Source: an optimization exercise on an open RTL-to-GDS flow (aim: small area, a short achievable clock period and few clock cycles per item). Production flows keep margins and buffers that such runs may drop. In this exercise RTL edits were held to simulation tests only and were not proved equivalent to the original. Power and IR drop assume default switching activity.

==> flow/design.v (excerpt) <==
module overwrite_ring_queue_of_strings_unit (
	input  logic                        clk,
	input  logic                        arst_n,
	input  logic                        psel,
	input  logic                        penable,
	input  logic                        pwrite,
	input  logic [orq_pkg::APB_AW-1:0]  paddr,
	input  logic [orq_pkg::APB_DW-1:0]  pwdata,
	output logic [orq_pkg::APB_DW-1:0]  prdata,
	output logic                        pready,
	input  logic                        req_valid,
	output logic                        req_ready,
	input  logic                        req_op,
	input  logic [orq_pkg::BYTE_W-1:0]  req_in_byte,
	input  logic                        req_has_byte,
	input  logic                        req_is_last,
	output logic                        rsp_valid,
	input  logic                        rsp_ready,
	output logic [orq_pkg::BYTE_W-1:0]  rsp_out_byte,
	output logic                        rsp_byte_valid,
	output logic                        rsp_out_last,
	output logic                        rsp_was_empty,
	output logic [orq_pkg::OCC_W-1:0]   rsp_occupancy
);
	localparam int NCOL = MAX_ROW_BYTES - 1;    
	localparam int QD   = 8;                    
	localparam int QAW  = 3;
	function automatic logic [OCC_W-1:0] eff_rows(input logic [ROWS_CFG_W-1:0] cfg);
		logic [OCC_W-1:0] r;
		if (cfg == '0) begin
			r = OCC_W'(1);
		end else if (OCC_W'(cfg) > OCC_W'(MAX_ROWS)) begin
			r = OCC_W'(MAX_ROWS);
		end else begin
			r = OCC_W'(cfg);
		end
		eff_rows = r;
	endfunction
	function automatic logic [COL_W-1:0] eff_limit(input logic [BYTES_CFG_W-1:0] cfg);
		logic [BYTES_CFG_W-1:0] c;
		c = cfg;
		if (c < BYTES_CFG_W'(2)) begin
			c = BYTES_CFG_W'(2);
		end else if (c > BYTES_CFG_W'(MAX_ROW_BYTES)) begin
			c = BYTES_CFG_W'(MAX_ROW_BYTES);
		end
		eff_limit = COL_W'(c - BYTES_CFG_W'(1));
	endfunction
	function automatic logic [ROW_W-1:0] advance(input logic [ROW_W-1:0] idx,
		input logic [OCC_W-1:0] rows);
		logic [OCC_W:0] nxt;
		nxt = (OCC_W+1)'(idx) + (OCC_W+1)'(1);
		advance = (nxt >= (OCC_W+1)'(rows)) ? '0 : ROW_W'(nxt);
	endfunction
	logic [ROWS_CFG_W-1:0]  rows_cfg_n;
	logic [BYTES_CFG_W-1:0] bytes_cfg_n;
	logic                   reg_sel;
	assign pready  = 1'b1;
	assign reg_sel = paddr[REG_IDX_LSB];
	logic [BYTES_CFG_W-1:0] rd_cfg_n;
  ...
clock: 8.0 ns
lec_check: 0
abc_clock_period_in_ps: 3500
cap_margin: 20
cell_pad_in_sites_detail_placement: 1
cell_pad_in_sites_global_placement: 2
core_margin: 2
core_utilization: 45
cts_cluster_diameter: 100
cts_cluster_size: 25
place_density: 0.6
setup_slack_margin: 4.4
slew_margin: 20
synth_hierarchical: 1
run.sh (not shown) runs the stock make flow with config.mk's settings and CLKGATE_MAP_FILE= SYNTH_SCRIPT=/design/flow/synth_recipe.tcl, a recipe that flattens the netlist after the stock synthesis.
Testbench counts at the start, summed over its fixed seeds: cycles 30,205, items 28,834.
Rerun with:
--- a/flow/design.v
+++ b/flow/design.v
@@ -247,41 +247,39 @@
 				held_q <= held_q - OCC_W'(1);
 				head_q <= advance(head_q, rows);
 			end
 		end
 	end
 	always_ff @(posedge clk) begin
 		if (consume && is_enq && m_il) begin
 			len_mem[tail_q] <= len_new;
 		end
 	end
-	logic [ROW_W-1:0] tail_adv, head_adv, head_nx, tail_nx;
-	logic [OCC_W-1:0] held_nx;
-	logic             close_c, deq_c;
-	assign tail_adv = advance(tail_q, rows);
-	assign head_adv = advance(head_q, rows);
-	assign close_c  = consume && is_enq && m_il;
-	assign deq_c    = consume && is_deq && !e_empty;
-	assign tail_nx  = close_c ? tail_adv : tail_q;
-	assign head_nx  = ((close_c && held_q >= rows) || deq_c) ? head_adv : head_q;
-	assign held_nx  = close_c ? ((held_q >= rows) ? rows : held_q + OCC_W'(1)) :
-	                  deq_c   ? held_q - OCC_W'(1) : held_q;
+	logic [ROW_W-1:0] tail_adv, head_adv;
+	logic             close_c, deq_c, held_t_close, held_t_deq;
+	assign tail_adv     = advance(tail_q, rows);
+	assign head_adv     = advance(head_q, rows);
+	assign close_c      = consume && is_enq && m_il;
+	assign deq_c        = consume && is_deq && !e_empty;
+	assign held_t_close = (held_q >= rows) ? (tail_adv == head_adv) : (tail_adv == head_q);
+	assign held_t_deq   = (held_q != OCC_W'(1)) && (tail_q == head_adv);
 	always_ff @(posedge clk or negedge arst_n) begin
 		if (!arst_n) begin
 			dir_t_q  <= 1'b0;
 			fill0_q  <= 1'b1;
 			held_t_q <= 1'b0;
 		end else begin
 			if (close_c && tail_adv != tail_q) dir_t_q <= dir_q[tail_adv];
 			else if (consume && do_write)      dir_t_q <= wd;
 			if (consume && is_enq) fill0_q <= m_il || (fill_new == '0);
-			held_t_q <= (held_nx != '0) && (tail_nx == head_nx);
+			if (close_c)    held_t_q <= held_t_close;
+			else if (deq_c) held_t_q <= held_t_deq;
 		end
 	end
 	logic [MAX_ROWS-1:0]             wr_row_n;
 	logic [NCOL-1:0]                 wr_col_n;
 	logic [BYTE_W-1:0]               wr_data_q;
 	logic [MAX_ROWS-1:0][NCOL-1:0][BYTE_W-1:0] mem;
 	always_ff @(posedge clk or negedge arst_n) begin
 		if (!arst_n) begin
 			wr_row_n <= '1;
 		end else begin
The new run finished with timing, DRC and antenna clean.
Global-route usage went up by 0.18 points.
Cell area hardly moves.
Worst setup slack is about the same.
Final cell count is lower slightly.
Clock-buffer cell count does not change.
Utilization barely changes.
Non-clock buffer count drops by 3.
Clock power hardly moves.
Power is lower by a quarter to a third.
Synthesized cell count hardly moves.
Sequential cell count is unchanged.
Synthesized area stays flat.
Die area barely changes.
Testbench counts after the change, summed over its fixed seeds: cycles 30,205, items 28,834.

---

## main
overwrite_ring_queue_of_strings_unit, a different RTL version from the one above (not shown whole).
Size: about 7900 cells after synthesis, about 4400 flip-flops, ~100 I/O pins.
Settings: LEC_CHECK=0, ABC_CLOCK_PERIOD_IN_PS=3500, CAP_MARGIN=20, CELL_PAD_IN_SITES_DETAIL_PLACEMENT=1, CELL_PAD_IN_SITES_GLOBAL_PLACEMENT=2, CORE_MARGIN=2, CORE_UTILIZATION=45, CTS_CLUSTER_DIAMETER=100, CTS_CLUSTER_SIZE=25, PLACE_DENSITY=0.6, SETUP_SLACK_MARGIN=4.4, SLEW_MARGIN=20, SYNTH_HIERARCHICAL=1; clock period 8.0 ns.
main finished all stages; the layout is clean.
Testbench counts of main, summed over its fixed seeds: cycles 31,335, items 28,834.
The following lists how the feature branch was set up differently from main:
-- flow/design.v --
<<< main, line 225
	assign e_rd    = !e_empty && (e_len != '0);
	assign e_occ   = e_empty ? '0 : held_q - OCC_W'(1);
	assign push    = consume && is_deq;
	always_ff @(posedge clk or negedge arst_n) begin
		if (!arst_n) begin
>>> the feature branch, line 225
	assign e_rd    = !e_empty && (e_len != '0);
	assign e_occ   = e_empty ? '0 : held_q - OCC_W'(1);
	assign push    = is_deq && (q_cnt != (QAW+1)'(QD));
	always_ff @(posedge clk or negedge arst_n) begin
		if (!arst_n) begin
<<< main, line 301
	localparam int GRPR = MAX_ROWS / NGRP;
	logic [NGRP-1:0][BYTE_W-1:0] rd_grp, p_grp_q;
	for (genvar g = 0; g < NGRP; g++) begin : g_grp
		for (genvar b = 0; b < BYTE_W; b++) begin : g_bit
			logic y;
			orq_aoi222 u_sl (
				.a0(act_rowhot[GRPR*g]),   .b0(rb[GRPR*g][b]),
				.a1(act_rowhot[GRPR*g+1]), .b1(rb[GRPR*g+1][b]),
				.a2(act_rowhot[GRPR*g+2]), .b2(rb[GRPR*g+2][b]),
				.y (y)
			);
			assign rd_grp[g][b] = !(y && !(act_rowhot[GRPR*g+3] && rb[GRPR*g+3][b]));
		end
	end
>>> the feature branch, line 301
	localparam int GRPR = MAX_ROWS / NGRP;
	logic [NGRP-1:0][BYTE_W-1:0] rd_grp, p_grp_q;
	always_comb begin
		for (int g = 0; g < NGRP; g++) begin
			rd_grp[g] = '0;
			for (int i = 0; i < GRPR; i++) begin
				rd_grp[g] = rd_grp[g] | (rb[GRPR*g+i] & {BYTE_W{act_rowhot[GRPR*g+i]}});
			end
		end
	end
<<< main, line 355
	end
	always_ff @(posedge clk) begin
		if (q_push) begin
			q_rd[q_wp]    <= e_rd;
			q_empty[q_wp] <= e_empty;
>>> the feature branch, line 351
	end
	always_ff @(posedge clk) begin
		if (push) begin
			q_rd[q_wp]    <= e_rd;
			q_empty[q_wp] <= e_empty;
Results
On source-to-sink clock delay at the later pin of the worst-skew pair, the feature branch and main are basically level. The number of buffers added for setup after CTS in the feature branch sits 25 below the value recorded for main. Placed standard-cell area delta (the feature branch -> main): insignificant. Compared to main, the feature branch shows a narrower setup margin. Routed wire length, the feature branch and main: higher on main. Summary of the feature branch over main: fraction of met2 tracks used by global routing -2.6 points, cell leakage power -about 2%, post-route fraction of the period consumed by the critical path +0.90 points, fraction of area in clock buffers and inverters ~0 delta, post-route worst hold slack +0.0057 ns. The sequential power of main and that of the feature branch are within noise of each other. In the metrics for the feature branch and main, the one carrying the higher final design area excluding fillers is main.
Testbench counts of the feature branch, summed over its fixed seeds: cycles 31,335, items 28,834.

-- separate check: timing with driven ports --
The flow's constraints put no driver on any port. The routed layouts listed below were extracted and timed again, unchanged, in two steps.
Step 1 sets driving cells, clkbuf_16 on the clock port and buf_2 on the other inputs (assumed; they add their load-dependent delay and slew).
Step 2 also shifts input and output timing later by t, the mid clock arrival at the registers, as if the neighbouring blocks saw the same clock.
Slacks: no drivers / after step 1 / after step 2; pairs: no drivers / after step 1.
run	t, ns	slack for setup (ns)	worst setup path after step 2	clock arrival spread, ns	worst register clock-pin slew, ns
the first run of note 1	1.050	4.293 / 4.252 / 3.312	input to register	0.064 / 0.064	0.11 / 0.11
the second run of note 1	1.056	4.296 / 4.235 / 3.442	input to register	0.051 / 0.051	0.11 / 0.11
main	1.050	4.332 / 4.258 / 3.442	input to register	0.068 / 0.069	0.11 / 0.11
the feature branch	1.044	4.260 / 4.188 / 3.536	input to register	0.059 / 0.059	0.11 / 0.11
After both steps every run listed still meets setup and hold. For the first run of note 1, which loses most, drivers alone change the setup slack by -0.041 ns; drivers and shift together by -0.981 ns.
